From an optimization exercise on the open Yosys and OpenROAD flow, aimed at small area, a short achievable clock period and few clock cycles per item; shortcuts taken in it are not production practice.
Only simulation tests tie the RTL to the original design; equivalence was not proved.
Power figures rest on the tool's default switching activity, not on a simulated workload.

Design particle_force_euler_step, start of the top module:
module particle_force_euler_step #(
    parameter int unsigned FRAC_BITS = 16
) (
    input  logic          aclk,
    input  logic          aresetn,
    input  logic          s_tvalid,
    output logic          s_tready,
    input  logic [87:0]   s_tdata,
    input  logic [1:0]    s_tuser,
    output logic          m_tvalid,
    input  logic          m_tready,
    output logic [159:0]  m_tdata,
    output logic [0:0]    m_tuser,
    input  logic          cfg_wr_en,
    input  logic [2:0]    cfg_addr,
    input  logic [31:0]   cfg_wdata
);
    function automatic logic [2:0] top_quad(input logic [31:0] v);
        logic [32:0] e;
        e = {v, 1'b0};
        top_quad = 3'd0;
        for (int c = 1; c < 8; c++) begin
            if (!(e[4*c +: 5] == 5'h00 || e[4*c +: 5] == 5'h1F)) top_quad = c[2:0];
        end
    endfunction
    function automatic logic [5:0] quad_digits(input logic [31:0] v, input logic [2:0] c);
        logic [32:0] e;
        logic [4:0]  w;
        e = {v, 1'b0};
        w = e[4*c +: 5];
        quad_digits = {w[4:2], w[2:0]};
    endfunction
    localparam logic [5:0] DIG_ADD  = 6'b000_001;    
    localparam logic [5:0] DIG_ZERO = 6'd0;
    function automatic logic [2:0] booth_dec(input logic [2:0] x);
        booth_dec = {x[2] & ~(x[1] & x[0]),
                     (x[2] & ~x[1] & ~x[0]) | (~x[2] & x[1] & x[0]),
                     x[1] ^ x[0]};
    endfunction
    function automatic logic [34:0] booth_row(input logic [2:0] d, input logic [31:0] md,
                                               input logic pneg);
        logic neg;
        logic [33:0] sel;
        neg = d[2] ^ pneg;
        sel = d[0] ? {{2{md[31]}}, md} : d[1] ? {md[31], md, 1'b0} : 34'd0;
        booth_row = {neg, sel ^ {34{neg}}};
    endfunction
    function automatic logic [63:0] bk_add(input logic [63:0] x, input logic [63:0] z);
  ...
Size in the first run: about 11000 cells after synthesis, roughly 290 I/O pins, ~82000 sq um of cells after synthesis.
export LEC_CHECK = 0
export CAP_MARGIN = 20
export CORE_MARGIN = 2
export CORE_UTILIZATION = 40
export SLEW_MARGIN = 30
create_clock -name core_clock -period 12.0 [get_ports {aclk}]
standard.sh (not shown) runs the stock make flow with config.mk's settings and CLKGATE_MAP_FILE= SYNTH_SCRIPT=/design/flow/synth_recipe.tcl, a recipe that flattens the netlist after the stock synthesis.
==> flow/flow/run.sh <==
#!/bin/bash
set -euo pipefail
export SETUP_SLACK_MARGIN=6
bash standard.sh > standard_flow.log 2>&1
The first run completed without violations.
Testbench counts at the start, summed over its fixed seeds: cycles 116,073, items 2,880.
Next try:
==> flow/flow/run.sh (replaced) <==
#!/bin/bash
set -euo pipefail
export SETUP_SLACK_MARGIN=7
bash standard.sh > standard_flow.log 2>&1
PLACE_DENSITY = 0.7   (was unset)
Critical path depth grows by 11.
Combinational power climbs by about a fifth.
Synthesized cell count is unchanged.
Design area rises by a little under a tenth.
Via count is higher by a few percent.
Global-route usage fell by 0.19 points.
Next try:
PLACE_DENSITY = unset   (was 0.7)
Effect:
- The new run finished clean
- final area increases by 1.5%
- worst hold slack hardly moves
- routed wire length goes up by 5.4%
- non-clock buffer count went up by 63
- worst setup slack is better by 0.029 ns
- maximum frequency is higher by 0.49%

particle_force_euler_step, a different RTL version from the one above (not shown whole).
For scale: ~10000 cells after synthesis, ~650 flip-flops, roughly 78000 sq um of cells after synthesis.
==> flow/config.mk <==
export PLATFORM = sky130hd
export DESIGN_NAME = particle_force_euler_step
export DESIGN_NICKNAME = particle_force_euler_step
export VERILOG_FILES = /design/flow/design.v
export SDC_FILE = /design/flow/constraint.sdc
export NUM_CORES = 4
export LEC_CHECK = 0
export CAP_MARGIN = 20
export CORE_MARGIN = 2
export CORE_UTILIZATION = 40
export SETUP_SLACK_MARGIN = 5
export SLEW_MARGIN = 20
==> flow/constraint.sdc <==
create_clock -name core_clock -period 12.0 [get_ports {aclk}]
set_input_delay 2.4000 -clock core_clock [delete_from_list [all_inputs] [get_ports {aclk}]]
set_output_delay 2.4000 -clock core_clock [all_outputs]
set_load 0.01 [all_outputs]
run.sh (not shown) runs the stock make flow with config.mk's settings and CLKGATE_MAP_FILE= SYNTH_SCRIPT=/design/flow/synth_recipe.tcl, a recipe that flattens the netlist after the stock synthesis.
Stock flow here: none of the scripts above is used.
The baseline finished but failed the layout checks on slew limit.
Testbench counts at the start, summed over its fixed seeds: cycles 116,358, items 2,880.
Next try:
SETUP_SLACK_MARGIN = unset   (was 5)
=>
- Now the flow completed with no timing, DRC or antenna violations
- flip-flop and latch count is unchanged
- routed wire length shrinks by a few percent
- sequential share of layout area grows by 1.8 points
- via count shrinks by a few percent
- register-to-register slack loses 2.4 ns

RTL: one of the versions met above, not the one the previous note started from.
Size in the first run: ~11000 cells after synthesis, roughly 290 I/O pins, ~82000 µm² of cells after synthesis.
==> flow/config.mk <==
export PLATFORM = sky130hd
export DESIGN_NAME = particle_force_euler_step
export DESIGN_NICKNAME = particle_force_euler_step
export VERILOG_FILES = /design/flow/design.v
export SDC_FILE = /design/flow/constraint.sdc
export NUM_CORES = 4
export LEC_CHECK = 0
export CAP_MARGIN = 20
export CORE_MARGIN = 2
export CORE_UTILIZATION = 40
export SLEW_MARGIN = 30
==> flow/constraint.sdc <==
create_clock -name core_clock -period 12.0 [get_ports {aclk}]
set_input_delay 2.4000 -clock core_clock [delete_from_list [all_inputs] [get_ports {aclk}]]
set_output_delay 2.4000 -clock core_clock [all_outputs]
set_load 0.01 [all_outputs]
standard.sh (not shown) runs the stock make flow with config.mk's settings and CLKGATE_MAP_FILE= SYNTH_SCRIPT=/design/flow/synth_recipe.tcl, a recipe that flattens the netlist after the stock synthesis.
==> flow/flow/run.sh <==
#!/bin/bash
set -euo pipefail
export SETUP_SLACK_MARGIN=6.5
bash standard.sh > standard_flow.log 2>&1
Testbench counts at the start, summed over its fixed seeds: cycles 116,073, items 2,880.
Next try:
==> flow/flow/run.sh (replaced) <==
#!/bin/bash
set -euo pipefail
export SETUP_SLACK_MARGIN=6
bash standard.sh > standard_flow.log 2>&1
Settings changed: TNS_END_PERCENT set to 30.
=> The new run completed with no timing, DRC or antenna violations; total power shrinks by 4.3%; maximum frequency shrinks by 6.4%; non-clock buffer count decreases by 213; cell area goes down by 4.6%; hold slack hardly moves; core utilization fell by 2.3 points; global-route usage goes down by 0.41 points; worst setup slack gets worse by 0.40 ns; synthesized area stays the same; sequential power hardly moves.

[static timing again, ports no longer ideal]
No port has a modelled driver above. Below, the same layouts with a new extraction and two added sets of constraints.
Step 1: set_driving_cell puts a clkbuf_16 on aclk and a buf_2 on each other input, an assumption about the parent block.
Step 2 moves the port delays by t, midway between the first and last clock arrival at a register: inputs arrive t later, outputs are due t later. That takes back most of the time a late clock gives input paths.
Three values: ideal, step 1, step 2; two values: the first two.
run | t (ns) | slack for setup (ns) | worst setup path after step 2 | clock arrival spread, ns | pins driven straight from the clock port
the first run of note 1 | 0.849 | 5.943 / 5.940 / 5.290 | input to register | 0.054 / 0.055 | 1
the second run of note 1 | 0.856 | 6.070 / 6.070 / 5.895 | input to register | 0.059 / 0.058 | 1
the third run of note 1 | 0.840 | 6.098 / 6.098 / 5.905 | input to register | 0.059 / 0.059 | 1
the first run of note 2 | 0.845 | 3.189 / 3.189 / 3.189 | register to register | 0.063 / 0.063 | 1
the second run of note 2 | 0.838 | 0.780 / 0.780 / 0.780 | register to register | 0.087 / 0.087 | 1
the first run of note 3 | 0.848 | 6.163 / 6.163 / 5.687 | input to register | 0.081 / 0.081 | 1
the second run of note 3 | 0.853 | 5.762 / 5.762 / 5.424 | input to register | 0.055 / 0.055 | 1
For the first run of note 1, which loses most, drivers alone change the setup slack by -0.003 ns; drivers and shift together by -0.653 ns.
